This design comes from an exercise in tuning for small area and a short achievable clock period on the open sky130 flow, not from production work. Power and IR drop assume default switching activity.

==> flow/design.v <==
package poker_pkg;
    localparam int NUM_RANKS   = 13;
    localparam int NUM_SUITS   = 4;
    localparam int HOLE_CARDS  = 2;
    localparam int BOARD_CARDS = 5;
    localparam int RUN_LEN     = 5;
    localparam logic [3:0] CARD_MIN = 4'd2;
    localparam logic [3:0] CARD_MAX = 4'd14;
    localparam logic [4:0] CAT_ROYAL          = 5'd31;
    localparam logic [4:0] CAT_STRAIGHT_FLUSH = 5'd30;
    localparam logic [4:0] CAT_FOUR           = 5'd29;
    localparam logic [4:0] CAT_FULL_HOUSE     = 5'd28;
    localparam logic [4:0] CAT_FLUSH          = 5'd27;
    localparam logic [4:0] CAT_STRAIGHT       = 5'd26;
    localparam logic [4:0] CAT_THREE          = 5'd25;
    localparam logic [4:0] CAT_TWO_PAIR       = 5'd24;
    localparam logic [4:0] CAT_HIGH           = 5'd0;
    localparam logic [4:0] PAIR_BASE          = 5'd10;   
    localparam logic [3:0] HC_ROYAL          = 4'd0;
    localparam logic [3:0] HC_STRAIGHT_FLUSH = 4'd1;
    localparam logic [3:0] HC_FOUR           = 4'd2;
    localparam logic [3:0] HC_FULL_HOUSE     = 4'd3;
    localparam logic [3:0] HC_FLUSH          = 4'd4;
    localparam logic [3:0] HC_STRAIGHT       = 4'd5;
    localparam logic [3:0] HC_THREE          = 4'd6;
    localparam logic [3:0] HC_TWO_PAIR       = 4'd7;
    localparam logic [3:0] HC_PAIR           = 4'd8;
    localparam logic [3:0] HC_HIGH           = 4'd9;
endpackage
`timescale 1ns/1ns
module poker_eval_top (
    input  logic        clk,
    input  logic        rst_n,
    input  logic        in_valid,
    input  logic [11:0] hole_cards,
    input  logic [29:0] board_cards,
    output logic        out_valid,
    output logic [17:0] score
);
    function automatic logic [3:0] ge4of7(input logic [6:0] x);
        logic a1, a2, a3, a4, b1, b2, b3;
        a1 = |x[3:0];
        a2 = (x[0] | x[1]) & (x[2] | x[3]) | (x[0] & x[1]) | (x[2] & x[3]);
        a3 = (x[0] & x[1]) & (x[2] | x[3]) | (x[2] & x[3]) & (x[0] | x[1]);
        a4 = &x[3:0];
        b1 = |x[6:4];
        b2 = (x[4] & x[5]) | (x[6] & (x[4] | x[5]));
        b3 = &x[6:4];
        ge4of7 = {a4 | (a3 & b1) | (a2 & b2) | (a1 & b3),
                  a3 | b3 | (a2 & b1) | (a1 & b2),
                  a2 | b2 | (a1 & b1),
                  a1 | b1};
    endfunction
    function automatic logic [2:0] ge7of7(input logic [6:0] x);
        logic a2, a3, a4, b1, b2, b3;
        a2 = (x[0] | x[1]) & (x[2] | x[3]) | (x[0] & x[1]) | (x[2] & x[3]);
        a3 = (x[0] & x[1]) & (x[2] | x[3]) | (x[2] & x[3]) & (x[0] | x[1]);
        a4 = &x[3:0];
        b1 = |x[6:4];
        b2 = (x[4] & x[5]) | (x[6] & (x[4] | x[5]));
        b3 = &x[6:4];
        ge7of7 = {a4 & b3, (a4 & b2) | (a3 & b3), (a4 & b1) | (a3 & b2) | (a2 & b3)};
    endfunction
    logic [41:0] cards;
    logic [12:0] dh [7];                 
    logic [6:0]  sh [4];                 
    logic [3:0]  fsuit, six, sev;        
    logic [6:0]  inf;                    
    logic        flush_d, clr1_d, clr2_d;
    logic [12:0] m_d, c0_d, c1_d, c2_d;
    assign cards = {board_cards, hole_cards};
    always_comb begin
        for (int i = 0; i < 7; i++)
            for (int k = 0; k < 13; k++) dh[i][k] = (cards[6*i+2 +: 4] == 4'(k + 2));
        for (int s = 0; s < 4; s++) begin
            logic [2:0] c;
            for (int i = 0; i < 7; i++) sh[s][i] = (cards[6*i +: 2] == 2'(s));
            c = ge7of7(sh[s]);
            fsuit[s] = c[0];
            six[s]   = c[1];
            sev[s]   = c[2];
        end
        flush_d = |fsuit;
        clr1_d  = !flush_d || |six;
        clr2_d  = !flush_d || |sev;
        for (int i = 0; i < 7; i++)
            inf[i] = |(fsuit & {sh[3][i], sh[2][i], sh[1][i], sh[0][i]});
        for (int k = 0; k < 13; k++) begin
            logic [1:0] a, b, c;
            logic       fm;
            a = 2'(dh[0][k]) + 2'(dh[1][k]) + 2'(dh[2][k]);
            b = 2'(dh[3][k]) + 2'(dh[4][k]) + 2'(dh[5][k]);
            c = 2'(a[0]) + 2'(b[0]) + 2'(dh[6][k]);
            c0_d[k] = c[0];
            c1_d[k] = a[1] | b[1] | c[1];
            c2_d[k] = (a[1] & b[1]) | (a[1] & c[1]) | (b[1] & c[1]);
            fm = 1'b0;
            for (int i = 0; i < 7; i++) fm = fm | (dh[i][k] & inf[i]);
            m_d[k] = flush_d ? fm : (c[0] | c1_d[k]);
        end
    end
    logic [12:0] m, c0, c1, c2;
    logic        flush, clr1, clr2;
    logic        s1_valid;
    always_ff @(posedge clk) begin
        m     <= m_d;
        c0    <= c0_d;
        c1    <= c1_d;
        c2    <= c2_d;
        flush <= flush_d;
        clr1  <= clr1_d;
        clr2  <= clr2_d;
    end
    always_ff @(posedge clk or negedge rst_n) begin
        if (!rst_n) s1_valid <= 1'b0;
        else        s1_valid <= in_valid;
    end
    logic [12:0] sg, pr, tr, qd;        
    assign sg = c0 & ~c1;
    assign pr = c1 & ~c0 & ~c2;
    assign tr = c0 & c1;
    assign qd = c2;
    function automatic logic [12:0] top1(input logic [12:0] x);
        logic [12:0] t;
        for (int r = 0; r < 13; r++) t[r] = x[r] && !(|(x >> (r + 1)));
        top1 = t;
    endfunction
    function automatic logic [38:0] top3(input logic [12:0] x);
        logic [12:0] one, two, thr, t1, t2, t3;
        for (int r = 0; r < 13; r++) one[r] = |(x >> (r + 1));
        for (int r = 0; r < 13; r++) two[r] = |((x & one) >> (r + 1));
        for (int r = 0; r < 13; r++) thr[r] = |((x & two) >> (r + 1));
        t1 = x & ~one;
        t2 = x & one & ~two;
        t3 = x & two & ~thr;
        top3 = {t3, t2, t1};
    endfunction
    function automatic logic [3:0] enc(input logic [12:0] x);
        logic [3:0] e;
        e = '0;
        for (int r = 0; r < 13; r++) if (x[r]) e = e | 4'(r + 1);
        enc = e;
    endfunction
    logic [8:0]  win;
    logic        wheel, run_found;
    logic [12:0] run_low;
    always_comb begin
        for (int lo = 0; lo < 9; lo++) win[lo] = &m[lo +: 5];
        wheel     = &{m[12], m[3:0]};
        run_found = |win | wheel;
        run_low   = top1({4'b0, win});
    end
    logic [12:0] top5;
    always_comb begin
        logic [12:0] any_b, two_b;
        for (int k = 0; k < 13; k++) any_b[k] = |(m & ((13'd1 << k) - 13'd1));
        for (int k = 0; k < 13; k++) two_b[k] = |(m & any_b & ((13'd1 << k) - 13'd1));
        for (int k = 0; k < 13; k++)
            top5[k] = m[k] && !(clr1 && !any_b[k]) && !(clr2 && any_b[k] && !two_b[k]);
    end
    logic        any_q, any_t, any_p, any_z;
    logic [12:0] x, x1, z, y, y1, c_oh, d_oh;
    logic [3:0]  a_dec, b_dec, c_dec, d_dec;
    logic        is_four, is_fh, is_three, is_tp, is_pair;
    always_comb begin
        any_q = |qd;
        any_t = |tr;
        any_p = |pr;
        x     = any_q ? qd : (any_t ? tr : pr);
        x1    = top1(x);
        z     = (tr | pr) & ~x1;
        any_z = |z;
        y     = (any_z && !any_q) ? z : (m & ~x1);
        y1    = top1(y);
        c_oh  = top1(m & ~x1 & ~y1);
        d_oh  = top1(m & ~x1 & ~y1 & ~c_oh);
        is_four  = any_q;
        is_fh    = any_t && any_z;
        is_three = any_t;
        is_tp    = any_z;
        is_pair  = any_p;
        a_dec = enc(x1);
        b_dec = enc(y1);
        c_dec = enc(c_oh);
        d_dec = enc(d_oh);
    end
    logic [4:0]  cat_d;
    logic [12:0] tb_d;
    always_comb begin
        if (flush) begin
            if (win[8])          begin cat_d = 5'd31; tb_d = '0; end
            else if (run_found)  begin cat_d = 5'd30; tb_d = run_low; end
            else                 begin cat_d = 5'd27; tb_d = top5; end
        end
        else if (is_four)        begin cat_d = 5'd29; tb_d = {a_dec, b_dec, 5'd0}; end
        else if (is_fh)          begin cat_d = 5'd28; tb_d = {a_dec, b_dec, 5'd0}; end
        else if (run_found)      begin cat_d = 5'd26; tb_d = run_low; end
        else if (is_three)       begin cat_d = 5'd25; tb_d = {a_dec, b_dec, c_dec, 1'b0}; end
        else if (is_tp)          begin cat_d = 5'd24; tb_d = {a_dec, b_dec, c_dec, 1'b0}; end
        else if (is_pair)        begin cat_d = 5'd10 + {1'b0, a_dec}; tb_d = {b_dec, c_dec, d_dec, 1'b0}; end
        else                     begin cat_d = 5'd0;  tb_d = top5; end
    end
    always_ff @(posedge clk or negedge rst_n) begin
        if (!rst_n) begin
            score     <= '0;
            out_valid <= 1'b0;
        end else begin
            out_valid <= s1_valid;
            if (s1_valid) score <= {cat_d, tb_d};
        end
    end
endmodule
==> flow/config.mk <==
export PLATFORM = sky130hd
export DESIGN_NAME = poker_eval_top
export DESIGN_NICKNAME = poker_eval_top
export VERILOG_FILES = /design/flow/design.v
export SDC_FILE = /design/flow/constraint.sdc
export NUM_CORES = 4
export LEC_CHECK = 0
export ABC_AREA = 1
export CAP_MARGIN = 20
export CORE_MARGIN = 2
export CORE_UTILIZATION = 40
export SLEW_MARGIN = 20
==> flow/constraint.sdc <==
create_clock -name core_clock -period 10.0 [get_ports {clk}]
set_input_delay 2.0000 -clock core_clock [delete_from_list [all_inputs] [get_ports {clk}]]
set_output_delay 2.0000 -clock core_clock [all_outputs]
set_load 0.01 [all_outputs]
run.sh (not shown) runs the stock make flow with config.mk's settings and CLKGATE_MAP_FILE= SYNTH_SCRIPT=/design/flow/synth_recipe.tcl, a recipe that flattens the netlist after the stock synthesis.
Then changed:
==> flow/flow/run.sh (new file) <==
#!/bin/bash
# Standard layout, with fast port buffers and timing repair aimed below the clock period.
set -euo pipefail
export BUFFER_PORTS_ARGS="-buffer_cell sky130_fd_sc_hd__buf_2"
export SETUP_SLACK_MARGIN=6
bash standard.sh > standard.log 2>&1
==> flow/standard.sh (new file) <==
#!/bin/bash
# synth_recipe.tcl (not shown) runs the flow's synth.tcl, then flattens the netlist and writes it again
# the make line also repeats each setting of config.mk as NAME=value (left out here)
make -C /OpenROAD-flow-scripts/flow DESIGN_CONFIG=/design/flow/config.mk WORK_HOME=/design/flow/orfs CLKGATE_MAP_FILE= SYNTH_SCRIPT=/design/flow/synth_recipe.tcl "${@:-finish}"
removed: flow/run.sh
What happened: The changed run completed without violations. Register-to-register slack is better by 770 ps. Core utilization rose by 5.2 points. Power went up by about 12%. Worst setup slack gains 770 ps. Final area increases by about 11%. Synthesized area is unchanged. Critical path depth goes up by 2.
No functional check of the RTL was part of any run of this note.

separate check: timing with driven ports:
Ports are ideal in the flow. The routed layouts listed here were re-timed in OpenROAD. Step 1, drivers: a clkbuf_16 drives clk and a buf_2 each remaining input, both assumed. Step 2 also shifts input and output timing later by t, the mid clock arrival at the registers, as if the neighbouring blocks saw the same clock. Three values: ideal ports, drivers, drivers and shift; two values: the first two.
| run | shift t [ns] | setup WS [ns] | worst hold slack (ns) | latest minus earliest clock arrival (ns) | cell pins on the clock port's net |
|---|---|---|---|---|---|
| the first run | 0.369 | 5.090 / 5.090 / 4.770 | 0.481 / 0.481 / 0.481 | 0.011 / 0.011 | 1 |
| the second run | 0.388 | 5.859 / 5.859 / 5.761 | 0.478 / 0.478 / 0.478 | 0.014 / 0.014 | 1 |
After both steps every run listed still meets setup and hold. For the first run, which loses most, drivers alone change the setup slack by 0.000 ns; drivers and shift together by -0.320 ns.
